This design comes from an exercise in tuning for a short achievable clock period and few clock cycles per item on the open sky130 flow, not from production work.
The RTL was checked by simulation tests, not by an equivalence proof against the original design.

==> garnet <==
==> flow/design.v (excerpt) <==
module controller_report_formatter_unit (
    input  logic                              i_clk,
    input  logic                              i_rst_n,
    input  logic                              i_upd_valid,
    output logic                              o_upd_ready,
    input  logic [crf_pkg::CHAN_W-1:0]        i_upd_channel,
    input  logic [crf_pkg::BTN_W-1:0]         i_upd_button_bits,
    input  logic [crf_pkg::DPAD_W-1:0]        i_upd_dpad_bits,
    input  logic signed [crf_pkg::AXIS_W-1:0] i_upd_axis_left_x,
    input  logic signed [crf_pkg::AXIS_W-1:0] i_upd_axis_left_y,
    input  logic signed [crf_pkg::AXIS_W-1:0] i_upd_axis_right_x,
    input  logic signed [crf_pkg::AXIS_W-1:0] i_upd_axis_right_y,
    input  logic [crf_pkg::LEVEL_W-1:0]       i_upd_brake_level,
    input  logic [crf_pkg::LEVEL_W-1:0]       i_upd_throttle_level,
    input  logic [crf_pkg::MODE_W-1:0]        i_upd_analog_mode,
    output logic                              o_rpt_valid,
    input  logic                              i_rpt_ready,
    output logic [crf_pkg::CHAN_W-1:0]        o_rpt_out_channel,
    output logic [crf_pkg::RPT_W-1:0]         o_rpt_report_buttons,
    output logic [crf_pkg::VAL_W-1:0]         o_rpt_stick_lx,
    output logic [crf_pkg::VAL_W-1:0]         o_rpt_stick_ly,
    output logic [crf_pkg::VAL_W-1:0]         o_rpt_stick_rx,
    output logic [crf_pkg::VAL_W-1:0]         o_rpt_stick_ry,
    output logic [crf_pkg::VAL_W-1:0]         o_rpt_trig_left,
    output logic [crf_pkg::VAL_W-1:0]         o_rpt_trig_right
);
export LEC_CHECK = 0
export CAP_MARGIN = 20
export CORE_MARGIN = 2
export CORE_UTILIZATION = 60
export SETUP_SLACK_MARGIN = 4.5
export SLEW_MARGIN = 20
create_clock -name core_clock -period 6.8 [get_ports {i_clk}]
run.sh (not shown) runs the stock make flow with config.mk's settings and CLKGATE_MAP_FILE= SYNTH_SCRIPT=/design/flow/synth_recipe.tcl, a recipe that flattens the netlist after the stock synthesis.
==> yarrow (differences from garnet) <==
--- a/flow/design.v
+++ b/flow/design.v
@@ -564,34 +564,49 @@
     localparam logic [2047:0] FIN = 2048'h87868584838281807f7e7d7c7b7a797877767574737271706f6e6d6c6b6a696867666564636261605f5e5d5c5b5a595857565554535251504f4e4d4c4b4a4948504f4e4d4c4b4a494847464544434241403f3e3d3c3b3a393837363534333231302f2e2d2c2b2a292827262524232221201f1e1d1c1b1a191817161514131211f5f4f3f2f1f0efeeedecebeae9e8e7e6e5e4e3e2e1e0dfdedddcdbdad9d8d7d6d5d4d3d2d1d0cfcecdcccbcac9c8c7c6c5c4c3c2c1c0bfbebdbcbbbab9b8b7b6bebdbcbbbab9b8b7b6b5b4b3b2b1b0afaeadacabaaa9a8a7a6a5a4a3a2a1a09f9e9d9c9b9a999897969594939291908f8e8d8c8b8a898887868584838281807f;
     assign o_value = FIN[i_mid * 8 +: 8];
 endmodule
 module crf_trig_scale_lo (
     input  logic [crf_pkg::LEVEL_W-1:0] i_level,
     input  logic                        i_btn,
     input  logic                        i_zero,   
-    output logic [8:0]                  o_mid,    
+    output logic [16:0]                 o_mid,    
     output logic                        o_btn
 );
-    logic w_dec;
-    logic w_knee;
-    logic w_nz;
-    logic w_full;
+    logic [7:0] w_h;
+    logic [7:1] w_z;
+    logic       w_dec;
+    logic       w_knee;
+    logic       w_nz;
+    logic       w_full;
+    assign w_h    = i_level[8:1];
     assign w_dec  = i_level[0] ? (i_level[8:0] >= 9'd501) : (i_level[8:0] != 9'd0);
     assign w_knee = i_level >= 10'd493;
     assign w_nz   = i_level >= 10'd3;
     assign w_full = i_level[9] | (i_btn & (w_knee | !w_nz));
     assign o_btn  = w_knee | (!w_nz & i_btn);
-    assign o_mid  = i_zero ? 9'd0 : (w_full ? {8'hFF, 1'b0} : {i_level[8:1], w_dec});
+    always_comb begin
+        for (int i = 1; i < 8; i++) begin
+            w_z[i] = (w_h & ((8'd1 << i) - 8'd1)) == 8'd0;
+        end
+    end
+    assign o_mid = {w_full & !i_zero, w_z, w_h & {8{!i_zero}}, w_dec & !i_zero};
 endmodule
 module crf_trig_scale (
-    input  logic [8:0]                i_mid,    
+    input  logic [16:0]               i_mid,    
     output logic [crf_pkg::VAL_W-1:0] o_level
 );
-    localparam logic [4095:0] DEC = 4096'hfefffdfefcfdfbfcfafbf9faf8f9f7f8f6f7f5f6f4f5f3f4f2f3f1f2f0f1eff0eeefedeeecedebeceaebe9eae8e9e7e8e6e7e5e6e4e5e3e4e2e3e1e2e0e1dfe0dedfdddedcdddbdcdadbd9dad8d9d7d8d6d7d5d6d4d5d3d4d2d3d1d2d0d1cfd0cecfcdcecccdcbcccacbc9cac8c9c7c8c6c7c5c6c4c5c3c4c2c3c1c2c0c1bfc0bebfbdbebcbdbbbcbabbb9bab8b9b7b8b6b7b5b6b4b5b3b4b2b3b1b2b0b1afb0aeafadaeacadabacaaaba9aaa8a9a7a8a6a7a5a6a4a5a3a4a2a3a1a2a0a19fa09e9f9d9e9c9d9b9c9a9b999a9899979896979596949593949293919290918f908e8f8d8e8c8d8b8c8a8b898a8889878886878586848583848283818280817f807e7f7d7e7c7d7b7c7a7b797a7879777876777576747573747273717270716f706e6f6d6e6c6d6b6c6a6b696a6869676866676566646563646263616260615f605e5f5d5e5c5d5b5c5a5b595a5859575856575556545553545253515250514f504e4f4d4e4c4d4b4c4a4b494a4849474846474546444543444243414240413f403e3f3d3e3c3d3b3c3a3b393a3839373836373536343533343233313230312f302e2f2d2e2c2d2b2c2a2b292a2829272826272526242523242223212220211f201e1f1d1e1c1d1b1c1a1b191a1819171816171516141513141213111210110f100e0f0d0e0c0d0b0c0a0b090a080907080607050604050304020301020001ff00;
-    assign o_level = DEC[i_mid * 8 +: 8];
+    logic       w_full;
+    logic [7:0] w_z;
+    logic [7:0] w_h;
+    logic       w_dec;
+    assign w_full = i_mid[16];
+    assign w_z    = {i_mid[15:9], 1'b1};
+    assign w_h    = i_mid[8:1];
+    assign w_dec  = i_mid[0];
+    assign o_level = (w_h ^ (w_z & {8{w_dec}})) | {8{w_full}};
 endmodule
 module crf_report_build (
     input  logic [crf_pkg::CHAN_W-1:0]     i_channel,
     input  logic [crf_pkg::RPT_W-2:0]      i_buttons,    
     input  logic                           i_trig_nib,   
     input  logic                           i_stick_nib,  
     input  logic [3:0][crf_pkg::VAL_W-1:0] i_stick,      
@@ -667,15 +682,15 @@
                 default: begin
                     r_rdy <= r_cnt < 2'd3;
                 end
             endcase
         end
     end
     logic [3:0][7:0] w_smid;
-    logic [1:0][8:0] w_tmid;
+    logic [1:0][16:0] w_tmid;
     logic            w_trig_zero;
     logic [1:0]      w_tbtn;
     crf_stick_scale_lo #(.NEG(1'b0)) u_lx_lo (.i_axis(i_upd_axis_left_x),  .o_mid(w_smid[0]));
     crf_stick_scale_lo #(.NEG(1'b1)) u_ly_lo (.i_axis(i_upd_axis_left_y),  .o_mid(w_smid[1]));
     crf_stick_scale_lo #(.NEG(1'b0)) u_rx_lo (.i_axis(i_upd_axis_right_x), .o_mid(w_smid[2]));
     crf_stick_scale_lo #(.NEG(1'b1)) u_ry_lo (.i_axis(i_upd_axis_right_y), .o_mid(w_smid[3]));
     assign w_trig_zero = i_upd_analog_mode == crf_pkg::MODE_AB_ZERO;
@@ -683,15 +698,15 @@
                                .i_zero(w_trig_zero), .o_mid(w_tmid[0]), .o_btn(w_tbtn[0]));
     crf_trig_scale_lo u_tr_lo (.i_level(i_upd_throttle_level), .i_btn(i_upd_button_bits[crf_pkg::BTN_TR]),
                                .i_zero(w_trig_zero), .o_mid(w_tmid[1]), .o_btn(w_tbtn[1]));
     logic [crf_pkg::CHAN_W-1:0]     r0_ch;
     logic [crf_pkg::RPT_W-2:0]      r0_btn;        
     logic                           r0_trig_nib, r0_stick_nib;
     logic [3:0][7:0]                r0_smid;
-    logic [1:0][8:0]                r0_tmid;
+    logic [1:0][16:0]               r0_tmid;
     always_ff @(posedge i_clk) begin
         if (!i_rst_n) r0_v <= 1'b0;
         else          r0_v <= w_acc;
     end
     always_ff @(posedge i_clk) begin
         r0_ch        <= i_upd_channel;
         r0_btn       <= {i_upd_dpad_bits[crf_pkg::PAD_RT], i_upd_dpad_bits[crf_pkg::PAD_LT],
@@ -728,15 +743,16 @@
     logic [QN-1:0][IW-1:0] r_q;
     logic [1:0]            r_wp;
     logic [1:0]            r_rp;
     logic [1:0]            r_rp1;    
     logic [1:0]            r_qn;
     logic [IW-1:0]         ro_item;
     logic                  w_sel_fin;
-    logic [IW-1:0]         w_head;
+    logic                  w_sel_rp;
+    logic                  w_sel_rp1;
     always_ff @(posedge i_clk) begin
         for (int k = 0; k < QN; k++) begin
             if (r0_v && r_wp == 2'(k)) r_q[k] <= w_fin;
         end
     end
     always_ff @(posedge i_clk) begin
         if (!i_rst_n) begin
@@ -762,18 +778,20 @@
                 end
                 default: begin
                     ro_v <= r_qn != 2'd0;
                 end
             endcase
         end
     end
-    assign w_sel_fin = w_deq ? (r_qn == 2'd1) : (r_qn == 2'd0);
-    assign w_head    = w_deq ? r_q[r_rp1] : r_q[r_rp];
+    assign w_sel_fin = (r_qn == 2'd0) | ((r_qn == 2'd1) & i_rpt_ready);
+    assign w_sel_rp  = (r_qn != 2'd0) & !i_rpt_ready;
+    assign w_sel_rp1 = (r_qn[1]) & i_rpt_ready;
     always_ff @(posedge i_clk) begin
-        ro_item <= w_sel_fin ? w_fin : w_head;
+        ro_item <= ({IW{w_sel_fin}} & w_fin) | ({IW{w_sel_rp}} & r_q[r_rp]) |
+                   ({IW{w_sel_rp1}} & r_q[r_rp1]);
     end
     assign o_rpt_valid          = ro_v;
     assign o_rpt_out_channel    = ro_item[IW-1 -: crf_pkg::CHAN_W];
     assign o_rpt_report_buttons = {1'b1, ro_item[6*crf_pkg::VAL_W +: crf_pkg::RPT_W-1]};
     assign o_rpt_stick_lx       = ro_item[5*crf_pkg::VAL_W +: crf_pkg::VAL_W];
     assign o_rpt_stick_ly       = ro_item[4*crf_pkg::VAL_W +: crf_pkg::VAL_W];
     assign o_rpt_stick_rx       = ro_item[3*crf_pkg::VAL_W +: crf_pkg::VAL_W];
==> metrics.md <==
| Metric | Value |
|---|---|
| Sw frac | `about 31%` |
| Area share of the largest cell type after synthesis | `32.8%` |
| M1 wire length | `between 15000 and 20000 um` |
| Post-Synth Adder-Cell Area | `under 10%` |
| Crit Path Max Fanout | `8` |
| Hold slack | `475 ps` |
| Status | `no timing/DRC/antenna violations` |
The numbers above come from garnet.

==> metrics.md <==
| Metric | Value |
|---|---|
| Area share of the largest cell type after synthesis | `between 20% and 30%` |
| M1 wire length | `roughly 21000 um` |
| Post-Synth Adder-Cell Area | `4.00%` |
| Crit Path Max Fanout | `4` |
| Sw frac | `between 30% and 40%` |
| Hold slack | `about 500 ps` |
| Status | `no timing/DRC/antenna violations` |
The numbers above come from yarrow.

Testbench counts of garnet, summed over its fixed seeds: cycles 16,016, items 16,000.
Testbench counts of yarrow, summed over its fixed seeds: cycles 16,016, items 16,000.

re-timing with driven ports:
How much do the figures lean on ideal ports? The routed layouts below were timed once more, with nothing changed but the port constraints.
Step 1, drivers: a clkbuf_16 drives i_clk and a buf_2 each remaining input, both assumed.
Step 2 times the ports against the registers' clock, not the clock port: input delays grow and output delays shrink by t, the midpoint of the rising clock arrivals with the driver on.
Slacks: ideal ports / drivers / drivers and shift; pairs: ideal ports / drivers.
| run | t, ns | setup slack, ns | hold slack, ns | clock arrival spread, ns | pins driven straight from the clock port |
|---|---|---|---|---|---|
| garnet | 0.565 | 4.383 / 4.310 / 3.745 | 0.475 / 0.475 / 0.475 | 0.026 / 0.026 | 1 |
| yarrow | 0.558 | 4.242 / 4.242 / 3.684 | 0.502 / 0.502 / 0.502 | 0.018 / 0.018 | 1 |
After both steps every run listed still meets setup and hold. The setup slack of garnet, which loses most, moves by -0.073 ns with the drivers and by -0.638 ns with both steps.
